Context: an optimization exercise on an open-source flow, tuned for small area and a short achievable clock period. The choices shown serve that exercise and are no tape-out recipe. At most, simulation tests tie the RTL to the original design; equivalence was not proved. No driver is modelled on the clock port, so clocking that relies on it looks cheaper here than on a real chip. Power is estimated from default activity; no workload was simulated.

## Q
==> flow/design.v <==
module alignment_output_buffer #(
  parameter int N = 128,
  parameter int DEPTH = 2*N,
  parameter int score_lenght = $clog2(N+1),
  parameter int CntW = $clog2(DEPTH+1)
) (
  input  logic clk,
  input  logic rst,
  input  logic en_traceB,
  input  logic end_c,
  input  logic [2:0] datoA,
  input  logic [2:0] datoB,
  input  logic signed [score_lenght:0] final_score,
  output logic out_valid,
  input  logic out_ready,
  output logic [2:0] out_A,
  output logic [2:0] out_B,
  output logic out_last,
  output logic signed [score_lenght:0] out_score,
  output logic [CntW-1:0] align_len,
  output logic busy,
  output logic done,
  output logic overflow
);
  localparam int L = 16;             
  localparam int G = DEPTH / L;      
  localparam int K = 8;              
  localparam int ROWS = DEPTH - 3;   
  logic s_collect, s_latch, s_drain, s_done, s_busy;
  logic full;                        
  logic [L-1:0] wp_lo;
  logic [G-1:0] wp_hi, wp_hi_n;     
  logic [L-1:0] wl_n;                
  logic [5:0] wr_d;                 
  logic [5:0] top, t1, t2, o;
  logic [K-1:0][5:0] part_q;
  logic [ROWS-1:0][5:0] mem;
  logic s_idle, push, wr, pop, pop_last, to_idle, back;
  logic [5:0] din, rd;
  assign s_idle   = !s_busy && !s_done;
  assign push     = (s_idle || s_collect) && en_traceB;
  assign wr       = push && !full;
  assign pop      = s_drain && out_ready;
  assign pop_last = pop && out_last;
  assign back     = s_latch || pop;
  assign to_idle  = !en_traceB && ((s_collect && !end_c) || s_done);
  assign din      = {datoA, datoB};
  assign out_valid = s_drain;
  assign busy      = s_busy;
  assign done      = s_done;
  assign {out_A, out_B} = o;
  logic n_collect, n_latch, n_drain, n_done;
  assign n_collect = en_traceB && !end_c && (s_idle || s_collect);
  assign n_latch   = end_c && ((s_idle && en_traceB) || s_collect);
  assign n_drain   = s_latch || (s_drain && !pop_last);
  assign n_done    = pop_last || (s_done && en_traceB);
  logic can_wr, idle_if_off;
  logic [L-1:0] lo_inc, lo_back;
  logic [G-1:0] hi_inc, hi_back;
  assign can_wr      = (s_idle || s_collect) && !full;
  assign idle_if_off = s_done || (s_collect && !end_c);
  assign lo_inc   = {wp_lo[L-2:0], wp_lo[L-1]};
  assign hi_inc   = wp_lo[L-1] ? {wp_hi[G-2:0], wp_hi[G-1]} : wp_hi;
  assign lo_back  = back ? {wp_lo[0], wp_lo[L-1:1]} : wp_lo;
  assign hi_back  = (back && wp_lo[0]) ? {wp_hi[0], wp_hi[G-1:1]} : wp_hi;
  logic wp_is1, wp_last;
  assign wp_is1  = wp_lo[1] && wp_hi[0];
  assign wp_last = wp_lo[L-1] && wp_hi[G-1];
  logic [3:0] lo_bin, hi_bin;
  logic [CntW-1:0] count;
  always_comb begin
    lo_bin = '0;
    hi_bin = '0;
    for (int j = 0; j < L; j++) lo_bin = lo_bin | ({4{wp_lo[j]}} & 4'(j));
    for (int g = 0; g < G; g++) hi_bin = hi_bin | ({4{wp_hi[g]}} & 4'(g));
  end
  assign count = {full, hi_bin, lo_bin};
  always_ff @(posedge clk or negedge rst)
    if (!rst) begin
      s_collect <= 1'b0;
      s_latch   <= 1'b0;
      s_drain   <= 1'b0;
      s_done    <= 1'b0;
      s_busy    <= 1'b0;
      full      <= 1'b0;
      out_score <= '0;
      align_len <= '0;
      overflow  <= 1'b0;
      out_last  <= 1'b0;
      o         <= '0;
      wp_lo     <= L'(1);
      wp_hi_n   <= {{(G-1){1'b1}}, 1'b0};
      wl_n      <= '1;
    end else begin
      s_collect <= n_collect;
      s_latch   <= n_latch;
      s_drain   <= n_drain;
      s_done    <= n_done;
      s_busy    <= n_collect || n_latch || n_drain;
      wl_n      <= ~(wp_lo & {L{wr}});
      full  <= en_traceB ? (can_wr ? wp_last : full && !pop) : (!idle_if_off && full && !pop);
      wp_lo <= en_traceB ? (can_wr ? lo_inc : lo_back) : (idle_if_off ? L'(1) : lo_back);
      wp_hi_n <= ~(en_traceB ? (can_wr ? hi_inc : hi_back) : (idle_if_off ? G'(1) : hi_back));
      if (s_latch) out_score <= final_score;
      if (to_idle) align_len <= '0;
      else if (s_latch) align_len <= count;
      if (to_idle) overflow <= 1'b0;
      else if (push && full) overflow <= 1'b1;
      out_last <= s_latch ? (wp_is1 && !full) : (s_drain && (out_ready ? wp_is1 : out_last));
      if (s_latch) o <= top;
      else if (!s_drain || pop_last) o <= '0;
      else if (out_ready) o <= t1;
    end
  always_ff @(posedge clk) begin
    wr_d <= din;
    if (wr) begin
      top <= din;
      t1  <= top;
      t2  <= t1;
    end else if (pop) begin
      t1  <= t2;
      t2  <= rd;
    end
  end
  assign wp_hi = ~wp_hi_n;
  always_ff @(posedge clk)
    for (int r = 0; r < ROWS; r++)
      if (!wl_n[r % L] && !wp_hi_n[((r + 1) / L) % G]) mem[r] <= wr_d;
  logic [G-1:0][5:0] grp;
  logic [K-1:0][5:0] part;
  always_comb begin
    for (int g = 0; g < G; g++) begin
      grp[g] = '0;
      for (int j = 0; j < L; j++)
        if ((g * L + j + DEPTH - 4) % DEPTH < ROWS)
          grp[g] = grp[g] | ({6{wp_lo[j]}} & mem[(g * L + j + DEPTH - 4) % DEPTH]);
    end
    for (int k = 0; k < K; k++) begin
      part[k] = '0;
      for (int g = k * (G / K); g < (k + 1) * (G / K); g++)
        part[k] = part[k] | ({6{wp_hi[g]}} & grp[g]);
    end
  end
  always_ff @(posedge clk)
    if (back) part_q <= part;
  always_comb begin
    rd = '0;
    for (int k = 0; k < K; k++) rd = rd | part_q[k];
  end
endmodule
Settings: LEC_CHECK=0, CAP_MARGIN=20, CORE_MARGIN=2, CORE_UTILIZATION=80, CTS_CLUSTER_DIAMETER=100, CTS_CLUSTER_SIZE=30, SETUP_SLACK_MARGIN=4.3, SLEW_MARGIN=20, TNS_END_PERCENT=3; clock period 6.5 ns.
standard.sh (not shown) runs the stock make flow with config.mk's settings and CLKGATE_MAP_FILE= SYNTH_SCRIPT=/design/flow/synth_recipe.tcl, a recipe that flattens the netlist after the stock synthesis.
==> flow/flow/run.sh <==
#!/bin/bash
# Own flow: the standard layout (standard.sh, all steps) with two changes:
#  - the port buffers that placement inserts are buf_4 cells instead of the
#    default pick (a clock delay buffer);
#  - in CTS (flow/cts_hook.tcl) the clock port drives the first level of the
#    clock tree directly instead of through a single root buffer.
set -euo pipefail
work=$(pwd)
export PRE_CTS_TCL="$work/flow/cts_hook.tcl"
export BUFFER_PORTS_ARGS="-buffer_cell sky130_fd_sc_hd__buf_4"
bash standard.sh > "$work/standard.log" 2>&1
==> flow/flow/cts_hook.tcl <==
rename clock_tree_synthesis my_orig_clock_tree_synthesis
proc clock_tree_synthesis { args } {
  my_orig_clock_tree_synthesis {*}$args
  set block [ord::get_db_block]
  set bterm [$block findBTerm clk]
  set clknet [$bterm getNet]
  set loads [$clknet getITerms]
  if { [llength $loads] != 1 } {
    puts "cts_hook: clock port drives [llength $loads] pins, tree left as built"
    return
  }
  set root [[lindex $loads 0] getInst]
  set out [[$root findITerm X] getNet]
  set sinks {}
  foreach it [$out getITerms] {
    if { ![$it isOutputSignal] } { lappend sinks $it }
  }
  if { [llength $sinks] < 1 || [llength $sinks] > 4 } {
    puts "cts_hook: root [$root getName] drives [llength $sinks] pins, tree left as built"
    return
  }
  foreach it $sinks {
    if { ![string match "*clkbuf*" [[[$it getInst] getMaster] getName]] } {
      puts "cts_hook: root drives [[$it getInst] getName], not a buffer; tree left as built"
      return
    }
  }
  foreach it $sinks {
    $it disconnect
    $it connect $clknet
  }
  [$root findITerm A] disconnect
  [$root findITerm X] disconnect
  set rname [$root getName]
  odb::dbInst_destroy $root
  odb::dbNet_destroy $out
  puts "cts_hook: removed root buffer $rname; clock port now drives [llength $sinks] buffers"
}
Q | status: complete | timing, DRC, antenna: pass
--- input diff Q..R ---
Settings: a change of TNS_END_PERCENT from 3 to 0; a change of CORE_UTILIZATION from 80 to 70.
Results
- Summary: with Q as the reference, clock buffer count in R moved up by more than 10%.
- R against Q: global-route wire length before repair essentially unchanged; post-route minimum period fell by 23 ps; DRC violation count after routing held steady; total routed wirelength has increased.
- [compare] base=Q new=R: overall die height went up by 19 µm; final worst slack went up by 23 ps; hold path depth was more or less identical; routed length per placed instance went down by 1.9%; net switching power went down by 0.20 mW.
- Run comparison: R library cell contributing the largest single delay on the critical path sky130_fd_sc_hd__dfstp_4; Q library cell contributing the largest single delay on the critical path sky130_fd_sc_hd__dfrtp_4


Setup of job 6314:
alignment_output_buffer, a different RTL version from the one above (not shown whole).
Size: ~3400 cells after synthesis, roughly 49 I/O pins, about 62000 um2 of cells after synthesis.
clock: 6.5 ns
lec_check: 0
cap_margin: 20
core_margin: 2
core_utilization: 70
cts_cluster_diameter: 100
cts_cluster_size: 30
setup_slack_margin: 4.3
slew_margin: 20
tns_end_percent: 0
==> flow/flow/run.sh <==
#!/bin/bash
# Own flow: the standard layout (standard.sh, all steps), with one change in
# CTS (flow/cts_hook.tcl): the clock port drives the first level of the clock
# tree directly instead of through a single root buffer.
set -euo pipefail
work=$(pwd)
export PRE_CTS_TCL="$work/flow/cts_hook.tcl"
bash standard.sh > "$work/standard.log" 2>&1
Scripts as last shown in full above: flow/flow/cts_hook.tcl
The following lists how job 3972 was set up differently from job 6314:
==> flow/flow/run.sh <==
#!/bin/bash
# Own flow: the standard layout (standard.sh, all steps) with two changes:
#  - the port buffers that placement inserts are buf_4 cells instead of the
#    default pick (a clock delay buffer);
#  - in CTS (flow/cts_hook.tcl) the clock port drives the first level of the
#    clock tree directly instead of through a single root buffer.
set -euo pipefail
work=$(pwd)
export PRE_CTS_TCL="$work/flow/cts_hook.tcl"
export BUFFER_PORTS_ARGS="-buffer_cell sky130_fd_sc_hd__buf_4"
bash standard.sh > "$work/standard.log" 2>&1
Findings:
Between job 6314 and job 3972, met2 usage in global routing decreased. When job 3972 is set beside job 6314, its post-detailed-placement half-perimeter wirelength turns out to be 1.1 mm smaller. Area growth from synthesis to final layout down 1.1 points in job 3972 wrt job 6314. The lower minimum setup slack after placement came out of job 6314. The internal cell power of job 3972 was superior to that of job 6314. The run with more routed wire is job 6314, not job 3972.


Another version of the RTL of alignment_output_buffer (not shown whole).
Size in the first run: about 3400 cells after synthesis, ~1600 flip-flops, ~49 I/O pins.
==> flow/design.v (excerpt) <==
module alignment_output_buffer #(
  parameter int N = 128,
  parameter int DEPTH = 2*N,
  parameter int score_lenght = $clog2(N+1),
  parameter int CntW = $clog2(DEPTH+1)
) (
  input  logic clk,
  input  logic rst,
  input  logic en_traceB,
  input  logic end_c,
  input  logic [2:0] datoA,
  input  logic [2:0] datoB,
  input  logic signed [score_lenght:0] final_score,
  output logic out_valid,
  input  logic out_ready,
  output logic [2:0] out_A,
  output logic [2:0] out_B,
  output logic out_last,
  output logic signed [score_lenght:0] out_score,
  output logic [CntW-1:0] align_len,
  output logic busy,
  output logic done,
  output logic overflow
);
Settings: LEC_CHECK=0, CAP_MARGIN=20, CORE_MARGIN=2, CORE_UTILIZATION=65, SETUP_SLACK_MARGIN=4.3, SLEW_MARGIN=20; clock period 6.5 ns.
run.sh (not shown) runs the stock make flow with config.mk's settings and CLKGATE_MAP_FILE= SYNTH_SCRIPT=/design/flow/synth_recipe.tcl, a recipe that flattens the netlist after the stock synthesis.
Stock flow here: none of the scripts above is used.
The baseline ran to the end with no violations.
Change:
- CORE_UTILIZATION: 65 -> 50
- SETUP_SLACK_MARGIN: 4.3 -> 4.0
Effect: Via count decreases slightly. Wire length climbs by a few percent. Combinational power rises slightly. Clock-buffer cell count goes up by 6.
Function was not checked in any run of this note: the RTL went through the layout flow alone.

## separate check: timing with driven ports
How much do the figures lean on ideal ports? The routed layouts below were timed once more, with nothing changed but the port constraints.
Step 1, drivers: a clkbuf_16 drives clk and a buf_2 each remaining input, both assumed.
Step 2 times the ports against the registers' clock, not the clock port: input delays grow and output delays shrink by t, the midpoint of the rising clock arrivals with the driver on.
a / b / c = no drivers / after step 1 / after step 2; a / b = the first two.
run	t (ns)	setup WS [ns]	clock arrival spread, ns	worst data-port slew with drivers (ns)	cell pins on the clock port's net
Q	0.619	4.033 / 3.991 / 3.604	0.033 / 0.033	0.06	4
R	0.638	4.056 / 3.956 / 3.605	0.030 / 0.030	0.05	4
job 6314	0.643	4.099 / 3.999 / 3.651	0.030 / 0.030	0.04	4
job 3972	0.621	4.069 / 4.032 / 3.695	0.035 / 0.036	0.04	4
the first run of note 3	0.827	3.609 / 3.609 / 3.476	0.027 / 0.027	0.05	1
the second run of note 3	0.859	3.633 / 3.633 / 3.194	0.032 / 0.033	0.04	1
After both steps every run listed still meets setup and hold. The setup slack of R, which loses most, moves by -0.100 ns with the drivers and by -0.451 ns with both steps.
